What follows belongs to an exercise in optimizing a design on an open flow for small area; a production flow would make more cautious choices. Where RTL was checked, it was by simulation tests only, not by an equivalence proof against the original. The clock port is modelled as an ideal driver; clocking choices that lean on that would not hold on a real chip. Power and IR drop assume default switching activity.

==> module clk_gen_chan, before the edit <==
module clk_gen_chan
#(
  parameter int CNT_W = clk_gen_pkg::CNT_W_DEF
) (
  input  logic             clk,
  input  logic             rst_n,
  input  logic             enable,
  input  logic             ld,
  input  logic             wr_en,
  input  logic [CNT_W-1:0] wr_hm1,
  input  logic [CNT_W-1:0] wr_lm1,
  input  logic [CNT_W-1:0] wr_phase,
  output logic             pending,
  output logic             clk_out,
  output logic             rise_pulse
);
  logic             run_q, clk_out_q, rise_q, pend_q;
  logic [CNT_W-1:0] cnt_q, cnt_d;
  logic [CNT_W-1:0] hi_q, lo_q, ph_q, cur_lo_q;
  logic             zero, stay, boundary;
  assign zero     = (cnt_q == '0);
  assign stay     = run_q & enable;
  assign boundary = stay & ~clk_out_q & zero;
  logic s_dec, s_hi, s_lo, s_idle;
  logic [CNT_W-1:0] ph_d;
  assign s_dec = run_q & ~zero;
  assign s_hi  = run_q & zero & ~clk_out_q;
  assign s_lo  = run_q & zero & clk_out_q;
  assign s_idle = ~run_q;
  assign ph_d  = ({CNT_W{ld}} & wr_phase) | ({CNT_W{~ld}} & ph_q);
  assign cnt_d = ({CNT_W{s_dec}} & (cnt_q - 1'b1)) |
                 ({CNT_W{s_hi}}  & hi_q) |
                 ({CNT_W{s_lo}}  & cur_lo_q) |
                 ({CNT_W{s_idle}} & ph_d);
  always_ff @(posedge clk) begin
    if (ld) begin
      hi_q <= wr_hm1;
      lo_q <= wr_lm1;
    end
    if (s_hi) cur_lo_q <= lo_q;
    cnt_q <= cnt_d;
    ph_q  <= ph_d;
  end
  always_ff @(posedge clk) begin
    if (!rst_n) begin
      run_q     <= 1'b0;
      clk_out_q <= 1'b0;
      rise_q    <= 1'b0;
      pend_q    <= 1'b0;
    end else begin
      run_q     <= enable;
      clk_out_q <= stay & (clk_out_q ^ zero);
      rise_q    <= boundary;
      pend_q    <= stay & (wr_en | (pend_q & ~boundary));
    end
  end
  assign pending    = pend_q;
  assign clk_out    = clk_out_q;
  assign rise_pulse = rise_q;
endmodule
clock: 8.0 ns
lec_check: 0
cap_margin: 20
core_margin: 2
core_utilization: 40
cts_buf_list: sky130_fd_sc_hd__clkbuf_16
cts_cluster_diameter: 70
cts_cluster_size: 30
slew_margin: 20
standard.sh (not shown) runs the stock make flow with config.mk's settings and CLKGATE_MAP_FILE= SYNTH_SCRIPT=/design/flow/synth_recipe.tcl, a recipe that flattens the netlist after the stock synthesis.
==> flow/flow/run.sh <==
#!/bin/bash
# Layout flow: the standard synthesis, then its combinational logic re-mapped
# for area (registers untouched, equivalence proven, else the standard netlist
# is kept), then the standard layout steps with an area-recovery pass after CTS.
# Each tool's full output goes to a log file in this folder.
set -u
WORK=$(pwd)
R=$WORK/orfs/results/$FLOW_PLATFORM/clk_gen_multi/base
PLAT=$FLOW_HOME/platforms/$FLOW_PLATFORM

bash standard.sh synth > synth_standard.log 2>&1 || exit 1

export REMAP_LIB=$PLAT/lib/sky130_fd_sc_hd__tt_025C_1v80.lib
export REMAP_IN=$WORK/netlist_standard.v
export REMAP_OUT=$WORK/netlist_remap.v
export REMAP_STAT=$WORK/remap_stat.txt
export REMAP_TOP=$FLOW_TOP
export REMAP_ABC=$WORK/flow/remap.abc
export REMAP_KEEP="$(grep -o 'sky130_fd_sc_hd__[a-z0-9]*df[a-z0-9]*_[0-9]*\|sky130_fd_sc_hd__conb_1' $R/1_2_yosys.v | sort -u | tr '\n' ' ')"
export REMAP_DONT_USE="$(sed -n '/^export DONT_USE_CELLS += \\/,/^[^ ]*$/p' $PLAT/config.mk | grep -o 'sky130_fd_sc_hd__[a-z0-9_]*' | tr '\n' ' ')"
echo "keep: $REMAP_KEEP" > remap_env.log
echo "dont_use: $REMAP_DONT_USE" >> remap_env.log

cp $R/1_2_yosys.v $REMAP_IN
if yosys -c flow/remap.tcl > remap.log 2>&1 && yosys -c flow/equiv.tcl > equiv.log 2>&1; then
  echo "remap: using re-mapped netlist" >> remap_env.log
  cp $REMAP_OUT $R/1_2_yosys.v
  touch $R/1_2_yosys.v
else
  echo "remap: failed, keeping the standard netlist" >> remap_env.log
fi

export POST_CTS_TCL=$WORK/flow/post_cts.tcl
bash standard.sh finish > standard.log 2>&1
Other scripts of this flow, unchanged in this note and not shown: flow/flow/equiv.tcl, flow/flow/post_cts.tcl, flow/flow/remap.abc, flow/flow/remap.tcl
Next try:
--- a/flow/design.v
+++ b/flow/design.v
@@ -32,27 +32,27 @@
   logic             zero, stay, boundary;
   assign zero     = (cnt_q == '0);
   assign stay     = run_q & enable;
   assign boundary = stay & ~clk_out_q & zero;
   logic s_dec, s_hi, s_lo, s_idle;
   logic [CNT_W-1:0] ph_d;
-  assign s_dec = run_q & ~zero;
-  assign s_hi  = run_q & zero & ~clk_out_q;
-  assign s_lo  = run_q & zero & clk_out_q;
-  assign s_idle = ~run_q;
+  assign s_dec = stay & ~zero;
+  assign s_hi  = stay & zero & ~clk_out_q;
+  assign s_lo  = stay & zero & clk_out_q;
+  assign s_idle = ~stay;
   assign ph_d  = ({CNT_W{ld}} & wr_phase) | ({CNT_W{~ld}} & ph_q);
   assign cnt_d = ({CNT_W{s_dec}} & (cnt_q - 1'b1)) |
                  ({CNT_W{s_hi}}  & hi_q) |
                  ({CNT_W{s_lo}}  & cur_lo_q) |
                  ({CNT_W{s_idle}} & ph_d);
   always_ff @(posedge clk) begin
     if (ld) begin
       hi_q <= wr_hm1;
       lo_q <= wr_lm1;
     end
-    if (s_hi) cur_lo_q <= lo_q;
+    if (boundary) cur_lo_q <= lo_q;
     cnt_q <= cnt_d;
     ph_q  <= ph_d;
   end
   always_ff @(posedge clk) begin
     if (!rst_n) begin
       run_q     <= 1'b0;
The changed run finished clean.
Fmax is about the same.
Via count rises slightly.
Sequential cell count is unchanged.
Cell area came out higher slightly.
Synthesized area grows slightly.
Count of clock-buffer cells in the layout goes up by 1.
Total power is lower by a few percent.
For the second run of this note, only the layout was checked, not whether the RTL still works.

## separate check: timing with driven ports
Ports are ideal in the flow. The routed layouts listed here were re-timed in OpenROAD.
Step 1 assumes that a clkbuf_16 drives the clock port and a buf_2 every other input.
Step 2, shift: input delay + t, output delay - t, t = (earliest + latest rising clock arrival at the registers) / 2. This alone moves slack from input paths to output paths.
a / b / c = no drivers / after step 1 / after step 2; a / b = the first two.
run	shift t [ns]	setup WS [ns]	hold slack, ns	clock arrival spread, ns
the first run	0.639	0.690 / 0.724 / 0.085	0.408 / 0.408 / 0.408	0.029 / 0.029
the second run	0.633	0.699 / 0.723 / 0.089	0.385 / 0.385 / 0.385	0.037 / 0.037
After both steps setup and hold are still met in every run listed. The setup slack of the second run, which loses most, moves by +0.024 ns with the drivers and by -0.610 ns with both steps.
